Background: an optimization exercise with open tools, aiming at small area, a short achievable clock period and few clock cycles. Do not read the settings as production practice. In this exercise RTL edits were held to simulation tests only and were not proved equivalent to the original. Power and IR drop assume default switching activity.

[flow/flow/run.sh]
#!/bin/bash
# Standard layout, with the timing repair steps asked for extra setup slack.
set -e
cp standard.sh standard_sh.txt
cp config.mk config_orig.mk
echo "export SETUP_SLACK_MARGIN = 6.92" >> config.mk
bash standard.sh > standard.log 2>&1
[flow/standard.sh]
#!/bin/bash
# synth_recipe.tcl (not shown) runs the flow's synth.tcl, then flattens the netlist and writes it again
# the make line also repeats each setting of config.mk as NAME=value (left out here)
make -C /OpenROAD-flow-scripts/flow DESIGN_CONFIG=/design/flow/config.mk WORK_HOME=/design/flow/orfs CLKGATE_MAP_FILE= SYNTH_SCRIPT=/design/flow/synth_recipe.tcl "${@:-finish}"
[flow/config.mk]
export PLATFORM = sky130hd
export DESIGN_NAME = cd_stat_accum
export DESIGN_NICKNAME = cd_stat_accum
export VERILOG_FILES = /design/flow/design.v
export SDC_FILE = /design/flow/constraint.sdc
export NUM_CORES = 4
export LEC_CHECK = 0
export CAP_MARGIN = 20
export CORE_MARGIN = 2
export CORE_UTILIZATION = 40
export CTS_BUF_LIST = sky130_fd_sc_hd__clkbuf_8 sky130_fd_sc_hd__clkbuf_16
export CTS_CLUSTER_DIAMETER = 100
export CTS_CLUSTER_SIZE = 30
export SLEW_MARGIN = 20
export SETUP_SLACK_MARGIN = 6.92
[flow/constraint.sdc]
create_clock -name core_clock -period 10.0 [get_ports {clk}]
set_input_delay 2.0000 -clock core_clock [delete_from_list [all_inputs] [get_ports {clk}]]
set_output_delay 2.0000 -clock core_clock [all_outputs]
set_load 0.01 [all_outputs]
[flow/design.v]
package rbm_pkg;
   localparam int ACC_W      = 32;
   localparam int ACC_FRAC   = 23;
   localparam int PROD_SHIFT = 7;
   typedef logic signed [15:0]      q1_15_t;
   typedef logic signed [ACC_W-1:0] q7_23_t;
   typedef logic signed [31:0]      q2_30_t;
   localparam q7_23_t SAT_MAX = 32'sh7FFF_FFFF;
   localparam q7_23_t SAT_MIN = 32'sh8000_0000;
   typedef logic [2:0] state_t;
   localparam state_t S_IDLE   = 3'd0;
   localparam state_t S_CLEAR  = 3'd1;
   localparam state_t S_LOAD_V = 3'd2;
   localparam state_t S_SWEEP  = 3'd3;
   localparam state_t S_DRAIN  = 3'd4;
   localparam state_t S_DONE   = 3'd5;
   typedef struct packed {
      q7_23_t sum;
      logic   sat;
   } sat_res_t;
   function automatic sat_res_t sat_add(input q7_23_t a, input q7_23_t b);
      logic signed [ACC_W:0] s;
      logic                  ov;
      s     = {a[ACC_W-1], a} + {b[ACC_W-1], b};
      ov    = (s[ACC_W] != s[ACC_W-1]);
      if (!ov) sat_add = {s[ACC_W-1:0], 1'b0};
      else     sat_add = {(s[ACC_W] ? SAT_MIN : SAT_MAX), 1'b1};
   endfunction
endpackage
module acc_mac_pipe (
   input  logic [15:0] v,
   input  logic [7:0]  one,
   input  logic [7:0]  two,
   input  logic [7:0]  neg,
   output logic [24:0] s_hi,
   output logic [24:0] c_hi,
   output logic        cin
);
   wire pp0_0 = ((one[0] & v[0]) | (two[0] & 1'b0)) ^ neg[0];
   wire pp0_1 = ((one[0] & v[1]) | (two[0] & v[0])) ^ neg[0];
   wire pp0_2 = ((one[0] & v[2]) | (two[0] & v[1])) ^ neg[0];
   wire pp0_3 = ((one[0] & v[3]) | (two[0] & v[2])) ^ neg[0];
   wire pp0_4 = ((one[0] & v[4]) | (two[0] & v[3])) ^ neg[0];
   wire pp0_5 = ((one[0] & v[5]) | (two[0] & v[4])) ^ neg[0];
   wire pp0_6 = ((one[0] & v[6]) | (two[0] & v[5])) ^ neg[0];
   wire pp0_7 = ((one[0] & v[7]) | (two[0] & v[6])) ^ neg[0];
   wire pp0_8 = ((one[0] & v[8]) | (two[0] & v[7])) ^ neg[0];
   wire pp0_9 = ((one[0] & v[9]) | (two[0] & v[8])) ^ neg[0];
   wire pp0_10 = ((one[0] & v[10]) | (two[0] & v[9])) ^ neg[0];
   wire pp0_11 = ((one[0] & v[11]) | (two[0] & v[10])) ^ neg[0];
   wire pp0_12 = ((one[0] & v[12]) | (two[0] & v[11])) ^ neg[0];
   wire pp0_13 = ((one[0] & v[13]) | (two[0] & v[12])) ^ neg[0];
   wire pp0_14 = ((one[0] & v[14]) | (two[0] & v[13])) ^ neg[0];
   wire pp0_15 = ((one[0] & v[15]) | (two[0] & v[14])) ^ neg[0];
   wire pp0_16 = ((one[0] & v[15]) | (two[0] & v[15])) ^ neg[0];
   wire nsg0 = ~pp0_16;
   wire pp1_0 = ((one[1] & v[0]) | (two[1] & 1'b0)) ^ neg[1];
   wire pp1_1 = ((one[1] & v[1]) | (two[1] & v[0])) ^ neg[1];
   wire pp1_2 = ((one[1] & v[2]) | (two[1] & v[1])) ^ neg[1];
   wire pp1_3 = ((one[1] & v[3]) | (two[1] & v[2])) ^ neg[1];
   wire pp1_4 = ((one[1] & v[4]) | (two[1] & v[3])) ^ neg[1];
   wire pp1_5 = ((one[1] & v[5]) | (two[1] & v[4])) ^ neg[1];
   wire pp1_6 = ((one[1] & v[6]) | (two[1] & v[5])) ^ neg[1];
   wire pp1_7 = ((one[1] & v[7]) | (two[1] & v[6])) ^ neg[1];
   wire pp1_8 = ((one[1] & v[8]) | (two[1] & v[7])) ^ neg[1];
   wire pp1_9 = ((one[1] & v[9]) | (two[1] & v[8])) ^ neg[1];
   wire pp1_10 = ((one[1] & v[10]) | (two[1] & v[9])) ^ neg[1];
   wire pp1_11 = ((one[1] & v[11]) | (two[1] & v[10])) ^ neg[1];
   wire pp1_12 = ((one[1] & v[12]) | (two[1] & v[11])) ^ neg[1];
   wire pp1_13 = ((one[1] & v[13]) | (two[1] & v[12])) ^ neg[1];
   wire pp1_14 = ((one[1] & v[14]) | (two[1] & v[13])) ^ neg[1];
   wire pp1_15 = ((one[1] & v[15]) | (two[1] & v[14])) ^ neg[1];
   wire pp1_16 = ((one[1] & v[15]) | (two[1] & v[15])) ^ neg[1];
   wire nsg1 = ~pp1_16;
   wire pp2_0 = ((one[2] & v[0]) | (two[2] & 1'b0)) ^ neg[2];
   wire pp2_1 = ((one[2] & v[1]) | (two[2] & v[0])) ^ neg[2];
   wire pp2_2 = ((one[2] & v[2]) | (two[2] & v[1])) ^ neg[2];
   wire pp2_3 = ((one[2] & v[3]) | (two[2] & v[2])) ^ neg[2];
   wire pp2_4 = ((one[2] & v[4]) | (two[2] & v[3])) ^ neg[2];
   wire pp2_5 = ((one[2] & v[5]) | (two[2] & v[4])) ^ neg[2];
   wire pp2_6 = ((one[2] & v[6]) | (two[2] & v[5])) ^ neg[2];
   wire pp2_7 = ((one[2] & v[7]) | (two[2] & v[6])) ^ neg[2];
   wire pp2_8 = ((one[2] & v[8]) | (two[2] & v[7])) ^ neg[2];
   wire pp2_9 = ((one[2] & v[9]) | (two[2] & v[8])) ^ neg[2];
   wire pp2_10 = ((one[2] & v[10]) | (two[2] & v[9])) ^ neg[2];
   wire pp2_11 = ((one[2] & v[11]) | (two[2] & v[10])) ^ neg[2];
   wire pp2_12 = ((one[2] & v[12]) | (two[2] & v[11])) ^ neg[2];
   wire pp2_13 = ((one[2] & v[13]) | (two[2] & v[12])) ^ neg[2];
   wire pp2_14 = ((one[2] & v[14]) | (two[2] & v[13])) ^ neg[2];
   wire pp2_15 = ((one[2] & v[15]) | (two[2] & v[14])) ^ neg[2];
   wire pp2_16 = ((one[2] & v[15]) | (two[2] & v[15])) ^ neg[2];
   wire nsg2 = ~pp2_16;
   wire pp3_0 = ((one[3] & v[0]) | (two[3] & 1'b0)) ^ neg[3];
   wire pp3_1 = ((one[3] & v[1]) | (two[3] & v[0])) ^ neg[3];
   wire pp3_2 = ((one[3] & v[2]) | (two[3] & v[1])) ^ neg[3];
   wire pp3_3 = ((one[3] & v[3]) | (two[3] & v[2])) ^ neg[3];
   wire pp3_4 = ((one[3] & v[4]) | (two[3] & v[3])) ^ neg[3];
   wire pp3_5 = ((one[3] & v[5]) | (two[3] & v[4])) ^ neg[3];
   wire pp3_6 = ((one[3] & v[6]) | (two[3] & v[5])) ^ neg[3];
   wire pp3_7 = ((one[3] & v[7]) | (two[3] & v[6])) ^ neg[3];
   wire pp3_8 = ((one[3] & v[8]) | (two[3] & v[7])) ^ neg[3];
   wire pp3_9 = ((one[3] & v[9]) | (two[3] & v[8])) ^ neg[3];
   wire pp3_10 = ((one[3] & v[10]) | (two[3] & v[9])) ^ neg[3];
   wire pp3_11 = ((one[3] & v[11]) | (two[3] & v[10])) ^ neg[3];
   wire pp3_12 = ((one[3] & v[12]) | (two[3] & v[11])) ^ neg[3];
   wire pp3_13 = ((one[3] & v[13]) | (two[3] & v[12])) ^ neg[3];
   wire pp3_14 = ((one[3] & v[14]) | (two[3] & v[13])) ^ neg[3];
   wire pp3_15 = ((one[3] & v[15]) | (two[3] & v[14])) ^ neg[3];
   wire pp3_16 = ((one[3] & v[15]) | (two[3] & v[15])) ^ neg[3];
   wire nsg3 = ~pp3_16;
   wire pp4_0 = ((one[4] & v[0]) | (two[4] & 1'b0)) ^ neg[4];
   wire pp4_1 = ((one[4] & v[1]) | (two[4] & v[0])) ^ neg[4];
   wire pp4_2 = ((one[4] & v[2]) | (two[4] & v[1])) ^ neg[4];
   wire pp4_3 = ((one[4] & v[3]) | (two[4] & v[2])) ^ neg[4];
   wire pp4_4 = ((one[4] & v[4]) | (two[4] & v[3])) ^ neg[4];
   wire pp4_5 = ((one[4] & v[5]) | (two[4] & v[4])) ^ neg[4];
   wire pp4_6 = ((one[4] & v[6]) | (two[4] & v[5])) ^ neg[4];
   wire pp4_7 = ((one[4] & v[7]) | (two[4] & v[6])) ^ neg[4];
   wire pp4_8 = ((one[4] & v[8]) | (two[4] & v[7])) ^ neg[4];
   wire pp4_9 = ((one[4] & v[9]) | (two[4] & v[8])) ^ neg[4];
   wire pp4_10 = ((one[4] & v[10]) | (two[4] & v[9])) ^ neg[4];
   wire pp4_11 = ((one[4] & v[11]) | (two[4] & v[10])) ^ neg[4];
   wire pp4_12 = ((one[4] & v[12]) | (two[4] & v[11])) ^ neg[4];
   wire pp4_13 = ((one[4] & v[13]) | (two[4] & v[12])) ^ neg[4];
   wire pp4_14 = ((one[4] & v[14]) | (two[4] & v[13])) ^ neg[4];
   wire pp4_15 = ((one[4] & v[15]) | (two[4] & v[14])) ^ neg[4];
   wire pp4_16 = ((one[4] & v[15]) | (two[4] & v[15])) ^ neg[4];
   wire nsg4 = ~pp4_16;
   wire pp5_0 = ((one[5] & v[0]) | (two[5] & 1'b0)) ^ neg[5];
   wire pp5_1 = ((one[5] & v[1]) | (two[5] & v[0])) ^ neg[5];
   wire pp5_2 = ((one[5] & v[2]) | (two[5] & v[1])) ^ neg[5];
   wire pp5_3 = ((one[5] & v[3]) | (two[5] & v[2])) ^ neg[5];
   wire pp5_4 = ((one[5] & v[4]) | (two[5] & v[3])) ^ neg[5];
   wire pp5_5 = ((one[5] & v[5]) | (two[5] & v[4])) ^ neg[5];
   wire pp5_6 = ((one[5] & v[6]) | (two[5] & v[5])) ^ neg[5];
   wire pp5_7 = ((one[5] & v[7]) | (two[5] & v[6])) ^ neg[5];
   wire pp5_8 = ((one[5] & v[8]) | (two[5] & v[7])) ^ neg[5];
   wire pp5_9 = ((one[5] & v[9]) | (two[5] & v[8])) ^ neg[5];
   wire pp5_10 = ((one[5] & v[10]) | (two[5] & v[9])) ^ neg[5];
   wire pp5_11 = ((one[5] & v[11]) | (two[5] & v[10])) ^ neg[5];
   wire pp5_12 = ((one[5] & v[12]) | (two[5] & v[11])) ^ neg[5];
   wire pp5_13 = ((one[5] & v[13]) | (two[5] & v[12])) ^ neg[5];
   wire pp5_14 = ((one[5] & v[14]) | (two[5] & v[13])) ^ neg[5];
   wire pp5_15 = ((one[5] & v[15]) | (two[5] & v[14])) ^ neg[5];
   wire pp5_16 = ((one[5] & v[15]) | (two[5] & v[15])) ^ neg[5];
   wire nsg5 = ~pp5_16;
   wire pp6_0 = ((one[6] & v[0]) | (two[6] & 1'b0)) ^ neg[6];
   wire pp6_1 = ((one[6] & v[1]) | (two[6] & v[0])) ^ neg[6];
   wire pp6_2 = ((one[6] & v[2]) | (two[6] & v[1])) ^ neg[6];
   wire pp6_3 = ((one[6] & v[3]) | (two[6] & v[2])) ^ neg[6];
   wire pp6_4 = ((one[6] & v[4]) | (two[6] & v[3])) ^ neg[6];
   wire pp6_5 = ((one[6] & v[5]) | (two[6] & v[4])) ^ neg[6];
   wire pp6_6 = ((one[6] & v[6]) | (two[6] & v[5])) ^ neg[6];
   wire pp6_7 = ((one[6] & v[7]) | (two[6] & v[6])) ^ neg[6];
   wire pp6_8 = ((one[6] & v[8]) | (two[6] & v[7])) ^ neg[6];
   wire pp6_9 = ((one[6] & v[9]) | (two[6] & v[8])) ^ neg[6];
   wire pp6_10 = ((one[6] & v[10]) | (two[6] & v[9])) ^ neg[6];
   wire pp6_11 = ((one[6] & v[11]) | (two[6] & v[10])) ^ neg[6];
   wire pp6_12 = ((one[6] & v[12]) | (two[6] & v[11])) ^ neg[6];
   wire pp6_13 = ((one[6] & v[13]) | (two[6] & v[12])) ^ neg[6];
   wire pp6_14 = ((one[6] & v[14]) | (two[6] & v[13])) ^ neg[6];
   wire pp6_15 = ((one[6] & v[15]) | (two[6] & v[14])) ^ neg[6];
   wire pp6_16 = ((one[6] & v[15]) | (two[6] & v[15])) ^ neg[6];
   wire nsg6 = ~pp6_16;
   wire pp7_0 = ((one[7] & v[0]) | (two[7] & 1'b0)) ^ neg[7];
   wire pp7_1 = ((one[7] & v[1]) | (two[7] & v[0])) ^ neg[7];
   wire pp7_2 = ((one[7] & v[2]) | (two[7] & v[1])) ^ neg[7];
   wire pp7_3 = ((one[7] & v[3]) | (two[7] & v[2])) ^ neg[7];
   wire pp7_4 = ((one[7] & v[4]) | (two[7] & v[3])) ^ neg[7];
   wire pp7_5 = ((one[7] & v[5]) | (two[7] & v[4])) ^ neg[7];
   wire pp7_6 = ((one[7] & v[6]) | (two[7] & v[5])) ^ neg[7];
   wire pp7_7 = ((one[7] & v[7]) | (two[7] & v[6])) ^ neg[7];
   wire pp7_8 = ((one[7] & v[8]) | (two[7] & v[7])) ^ neg[7];
   wire pp7_9 = ((one[7] & v[9]) | (two[7] & v[8])) ^ neg[7];
   wire pp7_10 = ((one[7] & v[10]) | (two[7] & v[9])) ^ neg[7];
   wire pp7_11 = ((one[7] & v[11]) | (two[7] & v[10])) ^ neg[7];
   wire pp7_12 = ((one[7] & v[12]) | (two[7] & v[11])) ^ neg[7];
   wire pp7_13 = ((one[7] & v[13]) | (two[7] & v[12])) ^ neg[7];
   wire pp7_14 = ((one[7] & v[14]) | (two[7] & v[13])) ^ neg[7];
   wire pp7_15 = ((one[7] & v[15]) | (two[7] & v[14])) ^ neg[7];
   wire pp7_16 = ((one[7] & v[15]) | (two[7] & v[15])) ^ neg[7];
   wire nsg7 = ~pp7_16;
   wire hs1 = pp0_10 ^ pp1_8;
   wire hc1 = pp0_10 & pp1_8;
   wire hs2 = pp0_11 ^ pp1_9;
   wire hc2 = pp0_11 & pp1_9;
   wire fs3 = pp0_12 ^ pp1_10 ^ pp2_8;
   wire fc3 = (pp0_12 & pp1_10) | (pp0_12 & pp2_8) | (pp1_10 & pp2_8);
   wire hs4 = pp3_6 ^ pp4_4;
   wire hc4 = pp3_6 & pp4_4;
   wire fs5 = pp0_13 ^ pp1_11 ^ pp2_9;
   wire fc5 = (pp0_13 & pp1_11) | (pp0_13 & pp2_9) | (pp1_11 & pp2_9);
   wire hs6 = pp3_7 ^ pp4_5;
   wire hc6 = pp3_7 & pp4_5;
   wire fs7 = pp0_14 ^ pp1_12 ^ pp2_10;
   wire fc7 = (pp0_14 & pp1_12) | (pp0_14 & pp2_10) | (pp1_12 & pp2_10);
   wire fs8 = pp3_8 ^ pp4_6 ^ pp5_4;
   wire fc8 = (pp3_8 & pp4_6) | (pp3_8 & pp5_4) | (pp4_6 & pp5_4);
   wire hs9 = pp6_2 ^ pp7_0;
   wire hc9 = pp6_2 & pp7_0;
   wire fs10 = pp0_15 ^ pp1_13 ^ pp2_11;
   wire fc10 = (pp0_15 & pp1_13) | (pp0_15 & pp2_11) | (pp1_13 & pp2_11);
   wire fs11 = pp3_9 ^ pp4_7 ^ pp5_5;
   wire fc11 = (pp3_9 & pp4_7) | (pp3_9 & pp5_5) | (pp4_7 & pp5_5);
   wire hs12 = pp6_3 ^ pp7_1;
   wire hc12 = pp6_3 & pp7_1;
   wire fs13 = pp0_16 ^ pp1_14 ^ pp2_12;
   wire fc13 = (pp0_16 & pp1_14) | (pp0_16 & pp2_12) | (pp1_14 & pp2_12);
   wire fs14 = pp3_10 ^ pp4_8 ^ pp5_6;
   wire fc14 = (pp3_10 & pp4_8) | (pp3_10 & pp5_6) | (pp4_8 & pp5_6);
   wire hs15 = pp6_4 ^ pp7_2;
   wire hc15 = pp6_4 & pp7_2;
   wire fs16 = pp0_16 ^ pp1_15 ^ pp2_13;
   wire fc16 = (pp0_16 & pp1_15) | (pp0_16 & pp2_13) | (pp1_15 & pp2_13);
   wire fs17 = pp3_11 ^ pp4_9 ^ pp5_7;
   wire fc17 = (pp3_11 & pp4_9) | (pp3_11 & pp5_7) | (pp4_9 & pp5_7);
   wire hs18 = pp6_5 ^ pp7_3;
   wire hc18 = pp6_5 & pp7_3;
   wire fs19 = nsg0 ^ nsg1 ^ pp2_14;
   wire fc19 = (nsg0 & nsg1) | (nsg0 & pp2_14) | (nsg1 & pp2_14);
   wire fs20 = pp3_12 ^ pp4_10 ^ pp5_8;
   wire fc20 = (pp3_12 & pp4_10) | (pp3_12 & pp5_8) | (pp4_10 & pp5_8);
   wire hs21 = pp6_6 ^ pp7_4;
   wire hc21 = pp6_6 & pp7_4;
   wire fs22 = 1'b1 ^ pp2_15 ^ pp3_13;
   wire fc22 = (1'b1 & pp2_15) | (1'b1 & pp3_13) | (pp2_15 & pp3_13);
   wire fs23 = pp4_11 ^ pp5_9 ^ pp6_7;
   wire fc23 = (pp4_11 & pp5_9) | (pp4_11 & pp6_7) | (pp5_9 & pp6_7);
   wire fs24 = nsg2 ^ pp3_14 ^ pp4_12;
   wire fc24 = (nsg2 & pp3_14) | (nsg2 & pp4_12) | (pp3_14 & pp4_12);
   wire hs25 = 1'b1 ^ pp3_15;
   wire hc25 = 1'b1 & pp3_15;
   wire hs26 = pp0_6 ^ pp1_4;
   wire hc26 = pp0_6 & pp1_4;
   wire hs27 = pp0_7 ^ pp1_5;
   wire hc27 = pp0_7 & pp1_5;
   wire fs28 = pp0_8 ^ pp1_6 ^ pp2_4;
   wire fc28 = (pp0_8 & pp1_6) | (pp0_8 & pp2_4) | (pp1_6 & pp2_4);
   wire hs29 = pp3_2 ^ pp4_0;
   wire hc29 = pp3_2 & pp4_0;
   wire fs30 = pp0_9 ^ pp1_7 ^ pp2_5;
   wire fc30 = (pp0_9 & pp1_7) | (pp0_9 & pp2_5) | (pp1_7 & pp2_5);
   wire hs31 = pp3_3 ^ pp4_1;
   wire hc31 = pp3_3 & pp4_1;
   wire fs32 = hs1 ^ pp2_6 ^ pp3_4;
   wire fc32 = (hs1 & pp2_6) | (hs1 & pp3_4) | (pp2_6 & pp3_4);
   wire fs33 = pp4_2 ^ pp5_0 ^ neg[5];
   wire fc33 = (pp4_2 & pp5_0) | (pp4_2 & neg[5]) | (pp5_0 & neg[5]);
   wire fs34 = hc1 ^ hs2 ^ pp2_7;
   wire fc34 = (hc1 & hs2) | (hc1 & pp2_7) | (hs2 & pp2_7);
   wire fs35 = pp3_5 ^ pp4_3 ^ pp5_1;
   wire fc35 = (pp3_5 & pp4_3) | (pp3_5 & pp5_1) | (pp4_3 & pp5_1);
   wire fs36 = hc2 ^ fs3 ^ hs4;
   wire fc36 = (hc2 & fs3) | (hc2 & hs4) | (fs3 & hs4);
   wire fs37 = pp5_2 ^ pp6_0 ^ neg[6];
   wire fc37 = (pp5_2 & pp6_0) | (pp5_2 & neg[6]) | (pp6_0 & neg[6]);
   wire fs38 = fc3 ^ hc4 ^ fs5;
   wire fc38 = (fc3 & hc4) | (fc3 & fs5) | (hc4 & fs5);
   wire fs39 = hs6 ^ pp5_3 ^ pp6_1;
   wire fc39 = (hs6 & pp5_3) | (hs6 & pp6_1) | (pp5_3 & pp6_1);
   wire fs40 = fc5 ^ hc6 ^ fs7;
   wire fc40 = (fc5 & hc6) | (fc5 & fs7) | (hc6 & fs7);
   wire fs41 = fs8 ^ hs9 ^ neg[7];
   wire fc41 = (fs8 & hs9) | (fs8 & neg[7]) | (hs9 & neg[7]);
   wire fs42 = fc7 ^ fc8 ^ hc9;
   wire fc42 = (fc7 & fc8) | (fc7 & hc9) | (fc8 & hc9);
   wire fs43 = fs10 ^ fs11 ^ hs12;
   wire fc43 = (fs10 & fs11) | (fs10 & hs12) | (fs11 & hs12);
   wire fs44 = fc10 ^ fc11 ^ hc12;
   wire fc44 = (fc10 & fc11) | (fc10 & hc12) | (fc11 & hc12);
   wire fs45 = fs13 ^ fs14 ^ hs15;
   wire fc45 = (fs13 & fs14) | (fs13 & hs15) | (fs14 & hs15);
   wire fs46 = fc13 ^ fc14 ^ hc15;
   wire fc46 = (fc13 & fc14) | (fc13 & hc15) | (fc14 & hc15);
   wire fs47 = fs16 ^ fs17 ^ hs18;
   wire fc47 = (fs16 & fs17) | (fs16 & hs18) | (fs17 & hs18);
   wire fs48 = fc16 ^ fc17 ^ hc18;
   wire fc48 = (fc16 & fc17) | (fc16 & hc18) | (fc17 & hc18);
   wire fs49 = fs19 ^ fs20 ^ hs21;
   wire fc49 = (fs19 & fs20) | (fs19 & hs21) | (fs20 & hs21);
   wire fs50 = fc19 ^ fc20 ^ hc21;
   wire fc50 = (fc19 & fc20) | (fc19 & hc21) | (fc20 & hc21);
   wire fs51 = fs22 ^ fs23 ^ pp7_5;
   wire fc51 = (fs22 & fs23) | (fs22 & pp7_5) | (fs23 & pp7_5);
   wire fs52 = fc22 ^ fc23 ^ fs24;
   wire fc52 = (fc22 & fc23) | (fc22 & fs24) | (fc23 & fs24);
   wire fs53 = pp5_10 ^ pp6_8 ^ pp7_6;
   wire fc53 = (pp5_10 & pp6_8) | (pp5_10 & pp7_6) | (pp6_8 & pp7_6);
   wire fs54 = fc24 ^ hs25 ^ pp4_13;
   wire fc54 = (fc24 & hs25) | (fc24 & pp4_13) | (hs25 & pp4_13);
   wire fs55 = pp5_11 ^ pp6_9 ^ pp7_7;
   wire fc55 = (pp5_11 & pp6_9) | (pp5_11 & pp7_7) | (pp6_9 & pp7_7);
   wire fs56 = hc25 ^ nsg3 ^ pp4_14;
   wire fc56 = (hc25 & nsg3) | (hc25 & pp4_14) | (nsg3 & pp4_14);
   wire fs57 = pp5_12 ^ pp6_10 ^ pp7_8;
   wire fc57 = (pp5_12 & pp6_10) | (pp5_12 & pp7_8) | (pp6_10 & pp7_8);
   wire fs58 = 1'b1 ^ pp4_15 ^ pp5_13;
   wire fc58 = (1'b1 & pp4_15) | (1'b1 & pp5_13) | (pp4_15 & pp5_13);
   wire hs59 = pp6_11 ^ pp7_9;
   wire hc59 = pp6_11 & pp7_9;
   wire fs60 = nsg4 ^ pp5_14 ^ pp6_12;
   wire fc60 = (nsg4 & pp5_14) | (nsg4 & pp6_12) | (pp5_14 & pp6_12);
   wire hs61 = 1'b1 ^ pp5_15;
   wire hc61 = 1'b1 & pp5_15;
   wire hs62 = pp0_4 ^ pp1_2;
   wire hc62 = pp0_4 & pp1_2;
   wire hs63 = pp0_5 ^ pp1_3;
   wire hc63 = pp0_5 & pp1_3;
   wire fs64 = hs26 ^ pp2_2 ^ pp3_0;
   wire fc64 = (hs26 & pp2_2) | (hs26 & pp3_0) | (pp2_2 & pp3_0);
   wire fs65 = hc26 ^ hs27 ^ pp2_3;
   wire fc65 = (hc26 & hs27) | (hc26 & pp2_3) | (hs27 & pp2_3);
   wire fs66 = hc27 ^ fs28 ^ hs29;
   wire fc66 = (hc27 & fs28) | (hc27 & hs29) | (fs28 & hs29);
   wire fs67 = fc28 ^ hc29 ^ fs30;
   wire fc67 = (fc28 & hc29) | (fc28 & fs30) | (hc29 & fs30);
   wire fs68 = fc30 ^ hc31 ^ fs32;
   wire fc68 = (fc30 & hc31) | (fc30 & fs32) | (hc31 & fs32);
   wire fs69 = fc32 ^ fc33 ^ fs34;
   wire fc69 = (fc32 & fc33) | (fc32 & fs34) | (fc33 & fs34);
   wire fs70 = fc34 ^ fc35 ^ fs36;
   wire fc70 = (fc34 & fc35) | (fc34 & fs36) | (fc35 & fs36);
   wire fs71 = fc36 ^ fc37 ^ fs38;
   wire fc71 = (fc36 & fc37) | (fc36 & fs38) | (fc37 & fs38);
   wire fs72 = fc38 ^ fc39 ^ fs40;
   wire fc72 = (fc38 & fc39) | (fc38 & fs40) | (fc39 & fs40);
   wire fs73 = fc40 ^ fc41 ^ fs42;
   wire fc73 = (fc40 & fc41) | (fc40 & fs42) | (fc41 & fs42);
   wire fs74 = fc42 ^ fc43 ^ fs44;
   wire fc74 = (fc42 & fc43) | (fc42 & fs44) | (fc43 & fs44);
   wire fs75 = fc44 ^ fc45 ^ fs46;
   wire fc75 = (fc44 & fc45) | (fc44 & fs46) | (fc45 & fs46);
   wire fs76 = fc46 ^ fc47 ^ fs48;
   wire fc76 = (fc46 & fc47) | (fc46 & fs48) | (fc47 & fs48);
   wire fs77 = fc48 ^ fc49 ^ fs50;
   wire fc77 = (fc48 & fc49) | (fc48 & fs50) | (fc49 & fs50);
   wire fs78 = fc50 ^ fc51 ^ fs52;
   wire fc78 = (fc50 & fc51) | (fc50 & fs52) | (fc51 & fs52);
   wire fs79 = fc52 ^ fc53 ^ fs54;
   wire fc79 = (fc52 & fc53) | (fc52 & fs54) | (fc53 & fs54);
   wire fs80 = fc54 ^ fc55 ^ fs56;
   wire fc80 = (fc54 & fc55) | (fc54 & fs56) | (fc55 & fs56);
   wire fs81 = fc56 ^ fc57 ^ fs58;
   wire fc81 = (fc56 & fc57) | (fc56 & fs58) | (fc57 & fs58);
   wire fs82 = fc58 ^ hc59 ^ fs60;
   wire fc82 = (fc58 & hc59) | (fc58 & fs60) | (hc59 & fs60);
   wire fs83 = fc60 ^ hs61 ^ pp6_13;
   wire fc83 = (fc60 & hs61) | (fc60 & pp6_13) | (hs61 & pp6_13);
   wire fs84 = hc61 ^ nsg5 ^ pp6_14;
   wire fc84 = (hc61 & nsg5) | (hc61 & pp6_14) | (nsg5 & pp6_14);
   wire hs85 = 1'b1 ^ pp6_15;
   wire hc85 = 1'b1 & pp6_15;
   wire hs86 = pp0_2 ^ pp1_0;
   wire hc86 = pp0_2 & pp1_0;
   wire hs87 = pp0_3 ^ pp1_1;
   wire hc87 = pp0_3 & pp1_1;
   wire fs88 = hs62 ^ pp2_0 ^ neg[2];
   wire fc88 = (hs62 & pp2_0) | (hs62 & neg[2]) | (pp2_0 & neg[2]);
   wire fs89 = hc62 ^ hs63 ^ pp2_1;
   wire fc89 = (hc62 & hs63) | (hc62 & pp2_1) | (hs63 & pp2_1);
   wire fs90 = hc63 ^ fs64 ^ neg[3];
   wire fc90 = (hc63 & fs64) | (hc63 & neg[3]) | (fs64 & neg[3]);
   wire fs91 = fc64 ^ fs65 ^ pp3_1;
   wire fc91 = (fc64 & fs65) | (fc64 & pp3_1) | (fs65 & pp3_1);
   wire fs92 = fc65 ^ fs66 ^ neg[4];
   wire fc92 = (fc65 & fs66) | (fc65 & neg[4]) | (fs66 & neg[4]);
   wire fs93 = fc66 ^ fs67 ^ hs31;
   wire fc93 = (fc66 & fs67) | (fc66 & hs31) | (fs67 & hs31);
   wire fs94 = fc67 ^ fs68 ^ fs33;
   wire fc94 = (fc67 & fs68) | (fc67 & fs33) | (fs68 & fs33);
   wire fs95 = fc68 ^ fs69 ^ fs35;
   wire fc95 = (fc68 & fs69) | (fc68 & fs35) | (fs69 & fs35);
   wire fs96 = fc69 ^ fs70 ^ fs37;
   wire fc96 = (fc69 & fs70) | (fc69 & fs37) | (fs70 & fs37);
   wire fs97 = fc70 ^ fs71 ^ fs39;
   wire fc97 = (fc70 & fs71) | (fc70 & fs39) | (fs71 & fs39);
   wire fs98 = fc71 ^ fs72 ^ fs41;
   wire fc98 = (fc71 & fs72) | (fc71 & fs41) | (fs72 & fs41);
   wire fs99 = fc72 ^ fs73 ^ fs43;
   wire fc99 = (fc72 & fs73) | (fc72 & fs43) | (fs73 & fs43);
   wire fs100 = fc73 ^ fs74 ^ fs45;
   wire fc100 = (fc73 & fs74) | (fc73 & fs45) | (fs74 & fs45);
   wire fs101 = fc74 ^ fs75 ^ fs47;
   wire fc101 = (fc74 & fs75) | (fc74 & fs47) | (fs75 & fs47);
   wire fs102 = fc75 ^ fs76 ^ fs49;
   wire fc102 = (fc75 & fs76) | (fc75 & fs49) | (fs76 & fs49);
   wire fs103 = fc76 ^ fs77 ^ fs51;
   wire fc103 = (fc76 & fs77) | (fc76 & fs51) | (fs77 & fs51);
   wire fs104 = fc77 ^ fs78 ^ fs53;
   wire fc104 = (fc77 & fs78) | (fc77 & fs53) | (fs78 & fs53);
   wire fs105 = fc78 ^ fs79 ^ fs55;
   wire fc105 = (fc78 & fs79) | (fc78 & fs55) | (fs79 & fs55);
   wire fs106 = fc79 ^ fs80 ^ fs57;
   wire fc106 = (fc79 & fs80) | (fc79 & fs57) | (fs80 & fs57);
   wire fs107 = fc80 ^ fs81 ^ hs59;
   wire fc107 = (fc80 & fs81) | (fc80 & hs59) | (fs81 & hs59);
   wire fs108 = fc81 ^ fs82 ^ pp7_10;
   wire fc108 = (fc81 & fs82) | (fc81 & pp7_10) | (fs82 & pp7_10);
   wire fs109 = fc82 ^ fs83 ^ pp7_11;
   wire fc109 = (fc82 & fs83) | (fc82 & pp7_11) | (fs83 & pp7_11);
   wire fs110 = fc83 ^ fs84 ^ pp7_12;
   wire fc110 = (fc83 & fs84) | (fc83 & pp7_12) | (fs84 & pp7_12);
   wire fs111 = fc84 ^ hs85 ^ pp7_13;
   wire fc111 = (fc84 & hs85) | (fc84 & pp7_13) | (hs85 & pp7_13);
   wire fs112 = hc85 ^ nsg6 ^ pp7_14;
   wire fc112 = (hc85 & nsg6) | (hc85 & pp7_14) | (nsg6 & pp7_14);
   wire hs113 = 1'b1 ^ pp7_15;
   wire hc113 = 1'b1 & pp7_15;
   wire [31:0] rs = {1'b1, hc113, fc112, fc111, fc110, fc109, fc108, fc107, fc106, fc105, fc104, fc103, fc102, fc101, fc100, fc99, fc98, fc97, fc96, fc95, fc94, fc93, fc92, fc91, fc90, fc89, fc88, hc87, hc86, hs86, pp0_1, pp0_0};
   wire [31:0] rc = {1'b0, nsg7, hs113, fs112, fs111, fs110, fs109, fs108, fs107, fs106, fs105, fs104, fs103, fs102, fs101, fs100, fs99, fs98, fs97, fs96, fs95, fs94, fs93, fs92, fs91, fs90, fs89, fs88, hs87, neg[1], 1'b0, neg[0]};
   wire [7:0]  low = {1'b0, rs[6:0]} + {1'b0, rc[6:0]};
   assign s_hi = rs[31:7];
   assign c_hi = rc[31:7];
   assign cin  = low[7];
endmodule
module add25 (
   input  logic [24:0] a,
   input  logic [24:0] b,
   input  logic        ci,
   output logic [24:0] s,
   output logic        co
);
   wire p0_0 = a[0] ^ b[0];
   wire g0_0 = a[0] & b[0];
   wire p1_1 = a[1] ^ b[1];
   wire g1_1 = a[1] & b[1];
   wire p2_2 = a[2] ^ b[2];
   wire g2_2 = a[2] & b[2];
   wire p3_3 = a[3] ^ b[3];
   wire g3_3 = a[3] & b[3];
   wire p4_4 = a[4] ^ b[4];
   wire g4_4 = a[4] & b[4];
   wire p5_5 = a[5] ^ b[5];
   wire g5_5 = a[5] & b[5];
   wire p6_6 = a[6] ^ b[6];
   wire g6_6 = a[6] & b[6];
   wire p7_7 = a[7] ^ b[7];
   wire g7_7 = a[7] & b[7];
   wire p8_8 = a[8] ^ b[8];
   wire g8_8 = a[8] & b[8];
   wire p9_9 = a[9] ^ b[9];
   wire g9_9 = a[9] & b[9];
   wire p10_10 = a[10] ^ b[10];
   wire g10_10 = a[10] & b[10];
   wire p11_11 = a[11] ^ b[11];
   wire g11_11 = a[11] & b[11];
   wire p12_12 = a[12] ^ b[12];
   wire g12_12 = a[12] & b[12];
   wire p13_13 = a[13] ^ b[13];
   wire g13_13 = a[13] & b[13];
   wire p14_14 = a[14] ^ b[14];
   wire g14_14 = a[14] & b[14];
   wire p15_15 = a[15] ^ b[15];
   wire g15_15 = a[15] & b[15];
   wire p16_16 = a[16] ^ b[16];
   wire g16_16 = a[16] & b[16];
   wire p17_17 = a[17] ^ b[17];
   wire g17_17 = a[17] & b[17];
   wire p18_18 = a[18] ^ b[18];
   wire g18_18 = a[18] & b[18];
   wire p19_19 = a[19] ^ b[19];
   wire g19_19 = a[19] & b[19];
   wire p20_20 = a[20] ^ b[20];
   wire g20_20 = a[20] & b[20];
   wire p21_21 = a[21] ^ b[21];
   wire g21_21 = a[21] & b[21];
   wire p22_22 = a[22] ^ b[22];
   wire g22_22 = a[22] & b[22];
   wire p23_23 = a[23] ^ b[23];
   wire g23_23 = a[23] & b[23];
   wire p24_24 = a[24] ^ b[24];
   wire g24_24 = a[24] & b[24];
   wire g1_0 = g1_1 | (p1_1 & g0_0);
   wire p1_0 = p1_1 & p0_0;
   wire g3_2 = g3_3 | (p3_3 & g2_2);
   wire p3_2 = p3_3 & p2_2;
   wire g5_4 = g5_5 | (p5_5 & g4_4);
   wire p5_4 = p5_5 & p4_4;
   wire g7_6 = g7_7 | (p7_7 & g6_6);
   wire p7_6 = p7_7 & p6_6;
   wire g9_8 = g9_9 | (p9_9 & g8_8);
   wire p9_8 = p9_9 & p8_8;
   wire g11_10 = g11_11 | (p11_11 & g10_10);
   wire p11_10 = p11_11 & p10_10;
   wire g13_12 = g13_13 | (p13_13 & g12_12);
   wire p13_12 = p13_13 & p12_12;
   wire g15_14 = g15_15 | (p15_15 & g14_14);
   wire p15_14 = p15_15 & p14_14;
   wire g17_16 = g17_17 | (p17_17 & g16_16);
   wire p17_16 = p17_17 & p16_16;
   wire g19_18 = g19_19 | (p19_19 & g18_18);
   wire p19_18 = p19_19 & p18_18;
   wire g21_20 = g21_21 | (p21_21 & g20_20);
   wire p21_20 = p21_21 & p20_20;
   wire g23_22 = g23_23 | (p23_23 & g22_22);
   wire p23_22 = p23_23 & p22_22;
   wire g3_0 = g3_2 | (p3_2 & g1_0);
   wire p3_0 = p3_2 & p1_0;
   wire g7_4 = g7_6 | (p7_6 & g5_4);
   wire p7_4 = p7_6 & p5_4;
   wire g11_8 = g11_10 | (p11_10 & g9_8);
   wire p11_8 = p11_10 & p9_8;
   wire g15_12 = g15_14 | (p15_14 & g13_12);
   wire p15_12 = p15_14 & p13_12;
   wire g19_16 = g19_18 | (p19_18 & g17_16);
   wire p19_16 = p19_18 & p17_16;
   wire g23_20 = g23_22 | (p23_22 & g21_20);
   wire p23_20 = p23_22 & p21_20;
   wire g7_0 = g7_4 | (p7_4 & g3_0);
   wire p7_0 = p7_4 & p3_0;
   wire g15_8 = g15_12 | (p15_12 & g11_8);
   wire p15_8 = p15_12 & p11_8;
   wire g23_16 = g23_20 | (p23_20 & g19_16);
   wire p23_16 = p23_20 & p19_16;
   wire g15_0 = g15_8 | (p15_8 & g7_0);
   wire p15_0 = p15_8 & p7_0;
   wire g23_0 = g23_16 | (p23_16 & g15_0);
   wire p23_0 = p23_16 & p15_0;
   wire g11_0 = g11_8 | (p11_8 & g7_0);
   wire p11_0 = p11_8 & p7_0;
   wire g19_0 = g19_16 | (p19_16 & g15_0);
   wire p19_0 = p19_16 & p15_0;
   wire g5_0 = g5_4 | (p5_4 & g3_0);
   wire p5_0 = p5_4 & p3_0;
   wire g9_0 = g9_8 | (p9_8 & g7_0);
   wire p9_0 = p9_8 & p7_0;
   wire g13_0 = g13_12 | (p13_12 & g11_0);
   wire p13_0 = p13_12 & p11_0;
   wire g17_0 = g17_16 | (p17_16 & g15_0);
   wire p17_0 = p17_16 & p15_0;
   wire g21_0 = g21_20 | (p21_20 & g19_0);
   wire p21_0 = p21_20 & p19_0;
   wire g2_0 = g2_2 | (p2_2 & g1_0);
   wire p2_0 = p2_2 & p1_0;
   wire g4_0 = g4_4 | (p4_4 & g3_0);
   wire p4_0 = p4_4 & p3_0;
   wire g6_0 = g6_6 | (p6_6 & g5_0);
   wire p6_0 = p6_6 & p5_0;
   wire g8_0 = g8_8 | (p8_8 & g7_0);
   wire p8_0 = p8_8 & p7_0;
   wire g10_0 = g10_10 | (p10_10 & g9_0);
   wire p10_0 = p10_10 & p9_0;
   wire g12_0 = g12_12 | (p12_12 & g11_0);
   wire p12_0 = p12_12 & p11_0;
   wire g14_0 = g14_14 | (p14_14 & g13_0);
   wire p14_0 = p14_14 & p13_0;
   wire g16_0 = g16_16 | (p16_16 & g15_0);
   wire p16_0 = p16_16 & p15_0;
   wire g18_0 = g18_18 | (p18_18 & g17_0);
   wire p18_0 = p18_18 & p17_0;
   wire g20_0 = g20_20 | (p20_20 & g19_0);
   wire p20_0 = p20_20 & p19_0;
   wire g22_0 = g22_22 | (p22_22 & g21_0);
   wire p22_0 = p22_22 & p21_0;
   wire g24_0 = g24_24 | (p24_24 & g23_0);
   wire p24_0 = p24_24 & p23_0;
   wire [25:0] c;
   assign c[0] = ci;
   assign c[1] = g0_0 | (p0_0 & ci);
   assign c[2] = g1_0 | (p1_0 & ci);
   assign c[3] = g2_0 | (p2_0 & ci);
   assign c[4] = g3_0 | (p3_0 & ci);
   assign c[5] = g4_0 | (p4_0 & ci);
   assign c[6] = g5_0 | (p5_0 & ci);
   assign c[7] = g6_0 | (p6_0 & ci);
   assign c[8] = g7_0 | (p7_0 & ci);
   assign c[9] = g8_0 | (p8_0 & ci);
   assign c[10] = g9_0 | (p9_0 & ci);
   assign c[11] = g10_0 | (p10_0 & ci);
   assign c[12] = g11_0 | (p11_0 & ci);
   assign c[13] = g12_0 | (p12_0 & ci);
   assign c[14] = g13_0 | (p13_0 & ci);
   assign c[15] = g14_0 | (p14_0 & ci);
   assign c[16] = g15_0 | (p15_0 & ci);
   assign c[17] = g16_0 | (p16_0 & ci);
   assign c[18] = g17_0 | (p17_0 & ci);
   assign c[19] = g18_0 | (p18_0 & ci);
   assign c[20] = g19_0 | (p19_0 & ci);
   assign c[21] = g20_0 | (p20_0 & ci);
   assign c[22] = g21_0 | (p21_0 & ci);
   assign c[23] = g22_0 | (p22_0 & ci);
   assign c[24] = g23_0 | (p23_0 & ci);
   assign c[25] = g24_0 | (p24_0 & ci);
   assign s = {p24_24 ^ c[24], p23_23 ^ c[23], p22_22 ^ c[22], p21_21 ^ c[21], p20_20 ^ c[20], p19_19 ^ c[19], p18_18 ^ c[18], p17_17 ^ c[17], p16_16 ^ c[16], p15_15 ^ c[15], p14_14 ^ c[14], p13_13 ^ c[13], p12_12 ^ c[12], p11_11 ^ c[11], p10_10 ^ c[10], p9_9 ^ c[9], p8_8 ^ c[8], p7_7 ^ c[7], p6_6 ^ c[6], p5_5 ^ c[5], p4_4 ^ c[4], p3_3 ^ c[3], p2_2 ^ c[2], p1_1 ^ c[1], p0_0 ^ c[0]};
   assign co = c[25];
endmodule
module cd_stat_accum
#(
   parameter int I_TILE = 64,
   parameter int H_TILE = 64,
   parameter int AW     = $clog2(I_TILE * H_TILE)
) (
   input  logic          clk,
   input  logic          rst,
   input  logic          clear,
   input  logic          v_valid,
   output logic          v_ready,
   input  logic [15:0]   v_data,
   input  logic          v_phase,
   input  logic          h_valid,
   output logic          h_ready,
   input  logic [15:0]   h_data,
   input  logic          h_last,
   output logic [AW-1:0] acc_rd_addr,
   output logic          acc_rd_bank,
   input  logic [31:0]   acc_rd_data,
   output logic [AW-1:0] acc_wr_addr,
   output logic [31:0]   acc_wr_data,
   output logic [1:0]    acc_wr_we,
   output logic          busy,
   output logic          done,
   output logic          sat_flag
);
   localparam logic [1:0] C_IDLE  = 2'd0;
   localparam logic [1:0] C_BATCH = 2'd1;
   localparam logic [1:0] C_CLEAR = 2'd2;
   logic [1:0]    cmd_q;
   logic [5:0]    c_q;         
   logic [5:0]    j_q;         
   logic [5:0]    vi_q;        
   logic          load_q;      
   logic          fused_q;     
   logic          row_q;       
   logic          ld_q;        
   logic          drain_q;     
   logic [7:0]    one_q, two_q, neg_q;    
   logic          hq_v, hq_last;
   logic          phase_q;
   logic [1023:0] ring;
   logic          vrdy_q, hrdy_q, busy_q, done_q, sat_q;
   logic          v1, v2, ph1, ph2, l1, l2, l3;
   logic [24:0]   s1, c1;
   logic          cin1;
   logic [24:0]   inc_q;
   logic [31:0]   rd_q;
   logic [31:0]   wd_q;
   logic [1:0]    we_q;
   logic [AW-1:0] wa_q;
   assign v_ready     = vrdy_q;
   assign h_ready     = hrdy_q;
   assign busy        = busy_q;
   assign done        = done_q;
   assign sat_flag    = sat_q;
   assign acc_rd_addr = {j_q, c_q};
   assign acc_rd_bank = phase_q;
   assign acc_wr_addr = wa_q;
   assign acc_wr_data = wd_q;
   assign acc_wr_we   = we_q;
   logic       v_acc, h_acc;
   logic       idle, batch, clr;
   logic       fuse_now, op0, rowdone, last_op, ends_load;
   logic [5:0] c_inc, j_inc, vi_inc;
   assign v_acc = v_valid & vrdy_q;
   assign h_acc = h_valid & hrdy_q;
   assign idle  = (cmd_q == C_IDLE);
   assign batch = (cmd_q == C_BATCH);
   assign clr   = (cmd_q == C_CLEAR);
   assign c_inc  = c_q + 6'd1;
   assign j_inc  = j_q + 6'd1;
   assign vi_inc = vi_q + 6'd1;
   assign fuse_now = (vi_q == 6'd1) ? hq_v : fused_q;
   assign op0      = batch & (row_q | (ld_q & fuse_now));
   assign ends_load = ld_q & fused_q & ~load_q & (vi_q == 6'd0);
   assign rowdone  = batch & (c_q == 6'd63) & (row_q | ends_load);
   assign last_op  = batch & row_q & (c_q == 6'd63) & hq_last;
   logic       load_n, drain_n, fused_n, hq_v_n, row_n, rdy_n, cons_n, cons_nv;
   logic [5:0] j_n;
   always_comb begin
      j_n     = j_q;
      load_n  = load_q;
      drain_n = drain_q;
      fused_n = fused_q;
      if (batch) begin
         if (ld_q & (vi_q == 6'd1)) fused_n = hq_v;
         if (rowdone) begin
            j_n = j_inc;
            if (row_q & (j_q == 6'd63)) begin
               if (hq_last) drain_n = 1'b1;
               else         load_n  = 1'b1;
            end
         end
         if (done_q) begin
            drain_n = 1'b0;
            j_n     = 6'd0;
            load_n  = 1'b1;
         end
      end
   end
   assign hq_v_n = hq_v & ~rowdone;
   assign row_n  = batch & ~done_q & ~load_n & ~drain_n;
   assign rdy_n  = idle ? ~clear :
                   clr  ? done_q :
                   (done_q | (~drain_q & ((c_q + 6'd2) == vi_q) &
                              (load_q | (row_q & (j_q == 6'd63) & ~hq_last & (c_q == 6'd62)))));
   assign cons_n  = batch & (c_q == 6'd62) & row_q;
   assign cons_nv = batch & (c_q == 6'd62) & (vi_q == 6'd63) & fused_q;
   always_ff @(posedge clk) begin
      if (rst) begin
         cmd_q   <= C_IDLE;
         c_q     <= 6'd63;
         j_q     <= '0;
         vi_q    <= '0;
         load_q  <= 1'b1;
         fused_q <= 1'b0;
         row_q   <= 1'b0;
         ld_q    <= 1'b0;
         drain_q <= 1'b0;
         hq_v    <= 1'b0;
         hq_last <= 1'b0;
         phase_q <= 1'b0;
         vrdy_q  <= 1'b0;
         hrdy_q  <= 1'b0;
         busy_q  <= 1'b0;
         done_q  <= 1'b0;
         sat_q   <= 1'b0;
      end else begin
         if (idle) begin
            if (clear)      cmd_q <= C_CLEAR;
            else if (v_acc) cmd_q <= C_BATCH;
         end else if (done_q) begin
            cmd_q <= C_IDLE;
         end
         busy_q <= idle ? (clear | v_acc) : ~done_q;
         if (idle | done_q) c_q <= v_acc ? 6'd0 : 6'd63;
         else               c_q <= c_inc;
         j_q     <= j_n;
         drain_q <= drain_n;
         fused_q <= fused_n;
         ld_q    <= v_acc;
         if (v_acc) begin
            vi_q   <= vi_inc;
            load_q <= (vi_q != 6'd63);
         end else begin
            vi_q   <= (batch & done_q) ? 6'd0 : vi_q;
            load_q <= load_n;
         end
         if (v_acc & (vi_q == 6'd0)) phase_q <= v_phase;
         if (h_acc) begin
            hq_v    <= 1'b1;
            hq_last <= h_last;
         end else begin
            hq_v    <= hq_v_n;
         end
         if (c_q == 6'd63) row_q <= row_n & (h_acc | hq_v_n);
         else if (batch & done_q) row_q <= 1'b0;
         vrdy_q <= v_acc ? (vi_q != 6'd63) : rdy_n;
         if (idle)
            hrdy_q <= ~clear & ~h_acc & ~hq_v;
         else if (batch & ~done_q & ~drain_n)
            hrdy_q <= h_acc ? (cons_n | (v_acc & cons_nv))
                            : (~hq_v_n | cons_n | (v_acc & cons_nv));
         else
            hrdy_q <= done_q & ~hq_v;
         done_q <= l3 | (clr & we_q[0] & (wa_q == {AW{1'b1}}));
         if (idle & clear)  sat_q <= 1'b0;
         else if (v2 & ovf) sat_q <= 1'b1;
      end
   end
   logic [16:0] hx;
   logic [7:0]  one_d, two_d, neg_d;
   assign hx = {h_data, 1'b0};
   always_comb begin
      for (int k = 0; k < 8; k++) begin
         neg_d[k] = hx[2*k+2];
         one_d[k] = hx[2*k+1] ^ hx[2*k];
         two_d[k] = (hx[2*k+2] & ~hx[2*k+1] & ~hx[2*k]) | (~hx[2*k+2] & hx[2*k+1] & hx[2*k]);
      end
   end
   always_ff @(posedge clk) begin
      if (h_acc) begin
         one_q <= one_d;
         two_q <= two_d;
         neg_q <= neg_d;
      end
      ring <= {ring[1007:0], v_acc ? v_data : ring[1023:1008]};
   end
   logic [24:0] s0, c0;
   logic        cin0;
   acc_mac_pipe u_mul (
      .v    (ring[15:0]),
      .one  (one_q),
      .two  (two_q),
      .neg  (neg_q),
      .s_hi (s0),
      .c_hi (c0),
      .cin  (cin0)
   );
   logic [24:0] lo;
   logic [7:0]  m_hi, hi_p, hi_m, r_hi;
   logic        up, dn, ovf;
   logic [31:0] res, cval;
   assign lo   = {1'b0, rd_q[23:0]} + {1'b0, inc_q[23:0]};
   assign m_hi = rd_q[31:24];
   assign hi_p = m_hi + 8'd1;
   assign hi_m = m_hi - 8'd1;
   assign up   = lo[24] & ~inc_q[24];
   assign dn   = ~lo[24] & inc_q[24];
   assign r_hi = up ? hi_p : (dn ? hi_m : m_hi);
   assign ovf  = (up & (m_hi == 8'h7F)) | (dn & (m_hi == 8'h80));
   assign cval = clr ? 32'd0 : {m_hi[7], {31{~m_hi[7]}}};
   assign res  = (ovf | clr) ? cval : {r_hi, lo[23:0]};
   logic [24:0] inc_d;
   logic        inc_co;
   add25 u_inc (.a(s1), .b(c1), .ci(cin1), .s(inc_d), .co(inc_co));
   always_ff @(posedge clk) begin
      s1    <= s0;
      c1    <= c0;
      cin1  <= cin0;
      inc_q <= inc_d;
      rd_q  <= acc_rd_data;
      wd_q  <= res;
   end
   always_ff @(posedge clk) begin
      if (rst) begin
         v1   <= 1'b0;
         v2   <= 1'b0;
         ph1  <= 1'b0;
         ph2  <= 1'b0;
         l1   <= 1'b0;
         l2   <= 1'b0;
         l3   <= 1'b0;
         we_q <= 2'b00;
         wa_q <= '0;
      end else begin
         v1   <= op0;
         ph1  <= phase_q;
         l1   <= last_op;
         v2   <= v1;
         ph2  <= ph1;
         l2   <= l1;
         l3   <= l2;
         if (clr & ~done_q) we_q <= (we_q[0] & (wa_q == {AW{1'b1}})) ? 2'b00 : 2'b11;
         else                we_q <= v2 ? (ph2 ? 2'b10 : 2'b01) : 2'b00;
         wa_q <= wa_q + {{(AW-1){1'b0}}, |we_q};
      end
   end
endmodule
==> results.sh, run 1 <==
export IMPL_hold_depth=0
export IMPL_post_route_period_util_pct=31.11
export IMPL_status="timing/DRC/antenna clean"
export IMPL_rsz0062_at_grt="true"
export IMPL_root_buffer="clkbuf_16"
export IMPL_crit_path_max_fanout=2
export IMPL_clk_latency_ns=0.64
export IMPL_required_ns=8.00
export IMPL_crit_type="register to primary output"
export IMPL_synth_seq_cells=1240
export IMPL_grt_overflow=0
export IMPL_syn_num_nets=2725
export IMPL_end_kind="primary output"
export IMPL_core_um2=85010
export IMPL_cts_made_buffers=49
export IMPL_syn_to_final_growth_pct=15.01
export IMPL_ff2ff_path_depth=10
export IMPL_antenna_found_initial=5
export IMPL_drc=0
export IMPL_p_leak_uw=0.01569
export IMPL_dr_pass1_iters=5
export IMPL_fillCellCount=7487
export IMPL_post_drt_wl_per_cell_um=14.73
export IMPL_worstMarginPinSlew_ns=0.9419
export IMPL_cp_cell_sequence="buf_6"
export IMPL_slowest_stage="dfxtp_4"
export IMPL_cp_data_arrival_time_ns=1.11
export IMPL_cp_top_family="flip-flops"
export IMPL_yosys_area_top_type="dfxtp_1"
export IMPL_multi_input_area_um2=8793
export IMPL_regArea_um2=25210
export IMPL_grt_max_degree=51
export IMPL_avgViaCountPerCell=4.502
export IMPL_p_per_area_nw_per_um2=240.9
export IMPL_drt_iter0_drc=917
export IMPL_regToRegSetupSlack_ns=6.91
export IMPL_cp_startpoint="c_q[2]"
export IMPL_rows=107
export IMPL_syn_cell_area_um2=34300
export IMPL_setup_slack_ns=6.889
export IMPL_cap_violations=0
export IMPL_period_minus_slack_ns=3.111
export IMPL_start_util_pct=40.34
export IMPL_grt_total_usage_pct=12.80
export IMPL_synth_most_common_cell="dfxtp_1"
export IMPL_final_max_slew_viol_count=0
export IMPL_synth_edf_count=24
export IMPL_vias=17270
export IMPL_min_to="ring[466]"
export IMPL_start_kind="register"
export IMPL_relSlewSlack_pct=37.20
export IMPL_r2r_end="c1[5]"
export IMPL_slowest_delay_ns=0.37
export IMPL_skew_ns=0.03039
export IMPL_dp_hpwl_um=36500
export IMPL_ys_flop_type="dfxtp_1"
export IMPL_pin_count=135
export IMPL_nNetsFinal=2923
export IMPL_hp_class="register to register"
export IMPL_power_total_uw=9503
export IMPL_yosysWarnings=1
export IMPL_dp_slack_ns=6.136
export IMPL_htree_levels=2
export IMPL_ys_async_sr_fraction_pct=0
export IMPL_synth_seq_area_share_pct=73.08
export IMPL_fmax_mhz=321.5
export IMPL_final_setup_tns_ns=0
export IMPL_synthCells=2482
export IMPL_fp_dieH_um=296.8
export IMPL_cts_buffer_depth=3
export IMPL_post_route_cells_drive_above_1_share_pct=14.05
export IMPL_setup_viol=0
export IMPL_synth_cell_types=65
export IMPL_clk_pin_slew_ns=0.11
export IMPL_hold_violations=0
export IMPL_die_x_um=296.8
export IMPL_totalWireLength_um=56510
export IMPL_reg2reg_from="two_q[2]"
export IMPL_routabilityCongestion=0.8132
export IMPL_peakVddDrop_uv=169.6
export IMPL_synth_common_cells="dfxtp_1 (1,216), a22oi_1 (122), nand2_1 (113), xnor2_1 (107), inv_1 (104)"
export IMPL_portBuffers=134
export IMPL_synth_area_per_cell_um2=13.82
export IMPL_hp_start="ring[450]"
export IMPL_dieArea_um2=88100
export IMPL_cts_tree="yes"
export IMPL_synthTopCellsByArea="dfxtp_1 (71%), fa_1 (5.1%), ha_1 (3.1%), xnor2_1 (2.7%), a22oi_1 (2.7%)"
export IMPL_cts_sinks=1240
export IMPL_grt_pass1_wl_um=92860
export IMPL_yosys_area_top_type_share_pct=70.98
export IMPL_ant_nets=0
export IMPL_grt_pass1_vias=17850
export IMPL_cp_buffers_inverters=1
-- flip-flops by register name (all words and copies together) (netlist names), 12 cells and up --
register,flops
wa_q,12
s1,24
wd_q,32
inc_q,25
ring,1024
c1,24
rd_q,32
-- power by group --
part / total [uW] / internal [uW] / switching (uW)
Combinational: 1690 / 766 / 924
Clock: 2340 / 921 / 1420
Sequential: 5470 / 5320 / 147
-- layout make-up --
class	count	area share, %
antenna	2	0.01269
tap	1144	3.629
sequential	1240	63.90
timing repair buffer	233	5.655
clock inverter	12	0.4060
inverter	104	0.9991
clock buffer	49	3.108
multi-input combinational	1052	22.29
-- worst max-delay path by stage --
stage / end / slack (ns) / cells after the start
finish: acc_rd_addr[2] / 6.89 / 1
global route: c1[13] / 6.77 / 8
CTS: acc_rd_addr[3] / 6.83 / 1
detailed placement: neg_q[7] / 6.14 / 3
global placement: neg_q[7] / 6.17 / 3
floorplan: c1[9] / 6.92 / 10
-- cells in the final DEF, fill, tap and decap left out, types with 24 or more instances in the layout --
master / instances
o21ai_0: 48
inv_1: 103
clkbuf_16: 49
nor2_1: 82
dfxtp_1: 1147
xnor2_1: 104
fa_1: 80
a22oi_1: 100
nor3_1: 25
edfxtp_1: 24
buf_6: 57
a21oi_1: 57
nand2_1: 113
dfxtp_2: 47
buf_4: 85
xor2_1: 89
ha_1: 82
clkdlybuf4s50_1: 69
-- stage by stage --
step	utilization [%]	cells	hold slack (ns)	cell area [um2]
after CTS	45.99	3823	0.3067	39100
after global placement	43.22	3673	0.3095	36750
after floorplan	-	2482	0.3096	34390
final	46.40	3836	0.3184	39450
after detailed placement	43.22	3673	0.3121	36750
after global routing	46.40	3835	0.3117	39440
-- cells by family after synthesis --
family	share of synthesized area [%]
adder cells (fa/ha/maj)	8.201
buffers and inverters	2.163
flip-flops	73.08
XOR/XNOR	5.031
AO/OA/AOI/OAI	6.676
AND/OR/NAND/NOR	4.673
multiplexers	0.1788
-- routing by layer --
metal	vias up	global-route usage [%]	part of all wire (%)
met3	86	2.326	4.5
met5	-	0	0.023
met2	332	20.34	45
li1	8509	-	-
met1	8342	17.81	48
met4	2	3.771	2.4
-- timing repair --
item                       4_1_cts  5_1_grt
gates resized for setup        402       58
gates cloned                     0        3
pin swaps                       16       33
hold buffers                     0        0
setup endpoints to repair      147      122
hold endpoints to repair         0        0
setup buffers                   89        8
Testbench counts, summed over its fixed seeds: cycles 294,972.
==> run 2, diff against run 1 <==
--- a/flow/config.mk
+++ b/flow/config.mk
@@ -7,3 +7,3 @@
 export LEC_CHECK = 0
-export CAP_MARGIN = 20
+export CAP_MARGIN = 5
 export CORE_MARGIN = 2
@@ -13,3 +13,3 @@
 export CTS_CLUSTER_SIZE = 30
-export SLEW_MARGIN = 20
+export SLEW_MARGIN = 5
 export SETUP_SLACK_MARGIN = 6.92
==> results.sh, run 2 <==
export IMPL_dp_hpwl_um=36500
export IMPL_hold_buffers=0
export IMPL_fmax_mhz=321.5
export IMPL_slowest_stage="dfxtp_4"
export IMPL_final_max_slew_viol_count=0
export IMPL_skew_ns=0.03039
export IMPL_cts_tree="yes"
export IMPL_synth_edf_count=24
export IMPL_synthTopCellsByArea="dfxtp_1 (71%), fa_1 (5.1%), ha_1 (3.1%), xnor2_1 (2.7%), a22oi_1 (2.7%)"
export IMPL_pin_count=135
export IMPL_portBuffers=134
export IMPL_relSlewSlack_pct=37.20
export IMPL_ys_flop_type="dfxtp_1"
export IMPL_totalWireLength_um=56510
export IMPL_nNetsFinal=2923
export IMPL_routabilityCongestion=0.8132
export IMPL_rsz0062_at_grt="true"
export IMPL_period_minus_slack_ns=3.111
export IMPL_clk_pin_slew_ns=0.11
export IMPL_root_buffer="clkbuf_16"
export IMPL_grt_pass1_vias=17850
export IMPL_dieArea_um2=88100
export IMPL_start_util_pct=40.34
export IMPL_start_kind="register"
export IMPL_p_per_area_nw_per_um2=240.9
export IMPL_cp_buffers_inverters=1
export IMPL_htree_levels=2
export IMPL_max_flop_register="ring"
export IMPL_power_total_uw=9503
export IMPL_die_x_um=296.8
export IMPL_syn_to_final_growth_pct=15.01
export IMPL_syn_cell_area_um2=34300
export IMPL_grt_total_usage_pct=12.80
export IMPL_cts_sinks=1240
export IMPL_post_route_period_util_pct=31.11
export IMPL_cap_violations=0
export IMPL_cts_buffer_depth=3
export IMPL_peakVddDrop_uv=169.6
export IMPL_crit_type="register to primary output"
export IMPL_ys_async_sr_fraction_pct=0
export IMPL_synth_cell_types=65
export IMPL_vias=17270
export IMPL_synth_seq_area_share_pct=73.08
export IMPL_synth_most_common_cell="dfxtp_1"
export IMPL_synth_area_per_cell_um2=13.82
export IMPL_cp_top_family="flip-flops"
export IMPL_ant_nets=0
export IMPL_antenna_found_initial=5
export IMPL_crit_path_max_fanout=2
export IMPL_largest_register_ffs=1024
export IMPL_required_ns=8.00
export IMPL_drc=0
export IMPL_status="timing/DRC/antenna clean"
export IMPL_drt_iter0_drc=917
export IMPL_synth_seq_cells=1240
export IMPL_synthCells=2482
export IMPL_synth_common_cells="dfxtp_1 (1,216), a22oi_1 (122), nand2_1 (113), xnor2_1 (107), inv_1 (104)"
export IMPL_clk_latency_ns=0.64
export IMPL_cts_made_buffers=49
export IMPL_grt_pass1_wl_um=92860
export IMPL_final_common_cell="dfxtp_1"
export IMPL_final_cell_mix="dfxtp_1 (1,147), nand2_1 (113), xnor2_1 (104)"
export IMPL_cp_data_arrival_time_ns=1.11
export IMPL_grt_max_degree=51
export IMPL_fp_dieH_um=296.8
export IMPL_syn_num_nets=2725
export IMPL_hp_class="register to register"
export IMPL_setup_viol=0
export IMPL_rows=107
export IMPL_post_drt_wl_per_cell_um=14.73
export IMPL_cp_cell_sequence="buf_6"
export IMPL_hold_violations=0
export IMPL_end_kind="primary output"
export IMPL_regToRegSetupSlack_ns=6.91
export IMPL_avgViaCountPerCell=4.502
export IMPL_largestRegisters="ring: 1024 flops, rd_q: 32 flops, wd_q: 32 flops"
export IMPL_p_leak_uw=0.01569
export IMPL_final_setup_tns_ns=0
export IMPL_core_um2=85010
export IMPL_yosysWarnings=1
export IMPL_yosys_area_top_type="dfxtp_1"
export IMPL_dr_pass1_iters=5
export IMPL_post_route_cells_drive_above_1_share_pct=14.05
export IMPL_yosys_area_top_type_share_pct=70.98
export IMPL_grt_overflow=0
export IMPL_slowest_delay_ns=0.37
export IMPL_worstMarginPinSlew_ns=0.9419
-- run 2: cell counts in the layout (fill, tap and decap cells not counted) --
No cell type changed its count.
-- run 2: metrics by stage --
step	setup WS (ns)	instance area, um2	std cells	hold slack [ns]	util [%]
global placement	6.167	36750	3673	0.3095	43.22
floorplan	6.921	34390	2482	0.3096	-
finish	6.889	39450	3836	0.3184	46.40
detailed placement	6.136	36750	3673	0.3121	43.22
global route	6.775	39440	3835	0.3117	46.40
CTS	6.834	39100	3823	0.3067	45.99
-- run 2: per-layer routing --
| layer | vias up | part of all wire, % | GRT usage (%) |
|---|---|---|---|
| met3 | 86 | 4.5 | 2.326 |
| met4 | 2 | 2.4 | 3.771 |
| met5 | - | 0.023 | 0 |
| met1 | 8342 | 48 | 17.81 |
| met2 | 332 | 45 | 20.34 |
| li1 | 8509 | - | - |
-- run 2: worst paths after layout --
kind                  start             end  cells past startpoint
setup reg to reg   two_q[2]           c1[5]                     10
hold reg to reg   ring[450]       ring[466]                      0
setup / recovery     c_q[2]  acc_rd_addr[2]                      1
hold / removal    ring[450]       ring[466]                      0
-- run 2: what timing repair did --
action	CTS	global route
pin swaps	16	33
setup endpoints to repair	147	122
gates cloned	0	3
hold endpoints to repair	0	0
setup buffers	89	8
resized for setup	402	58
-- run 2: layout make-up --
type | count | area, um2
Fill cell | 7487 | 45570
Sequential cell | 1240 | 25210
Multi-Input combinational cell | 1052 | 8793
Timing Repair Buffer | 233 | 2231
Tap cell | 1144 | 1431
Clock buffer | 49 | 1226
Inverter | 104 | 394.1
Clock inverter | 12 | 160.2
Antenna cell | 2 | 5.005
-- run 2: report_power, final --
group | total, uW | internal (uW) | leakage, uW | switching, uW
clock | 2340 | 921 | 0.000686 | 1420
combinational | 1690 | 766 | 0.00484 | 924
sequential | 5470 | 5320 | 0.0102 | 147
-- run 2: cells by family (layout without fill, tap and decap cells) --
logic type / count (synthesis) / after routing / synth area share, %
buffers and inverters: 193 / 398 / 2.163
AOI/OAI and AO/OA: 335 / 337 / 6.676
muxes: 6 / 6 / 0.1788
other: 0 / 2 / 0
adders and majority gates: 172 / 172 / 8.201
DFF: 1240 / 1240 / 73.08
and+or+nand+nor: 339 / 340 / 4.673
xor gates and xnor gates: 197 / 197 / 5.031

==> re-timing with driven ports <==
The results above use ideal ports. As a check the final layouts listed here were re-extracted and re-timed, cells and wires unchanged. Step 1: set_driving_cell puts a clkbuf_16 on clk and a buf_2 on each other input, an assumption about the parent block. Step 2 also shifts input and output timing later by t, the mid clock arrival at the registers, as if the neighbouring blocks saw the same clock. Slacks: ideal ports / drivers / drivers and shift; pairs: ideal ports / drivers.
run | shift t [ns] | slack for setup (ns) | clock arrival spread, ns
run 1 | 0.680 | 6.889 / 6.827 / 6.294 | 0.035 / 0.035
run 2 | 0.680 | 6.889 / 6.827 / 6.294 | 0.035 / 0.035
After both steps setup and hold are still met in every run listed.
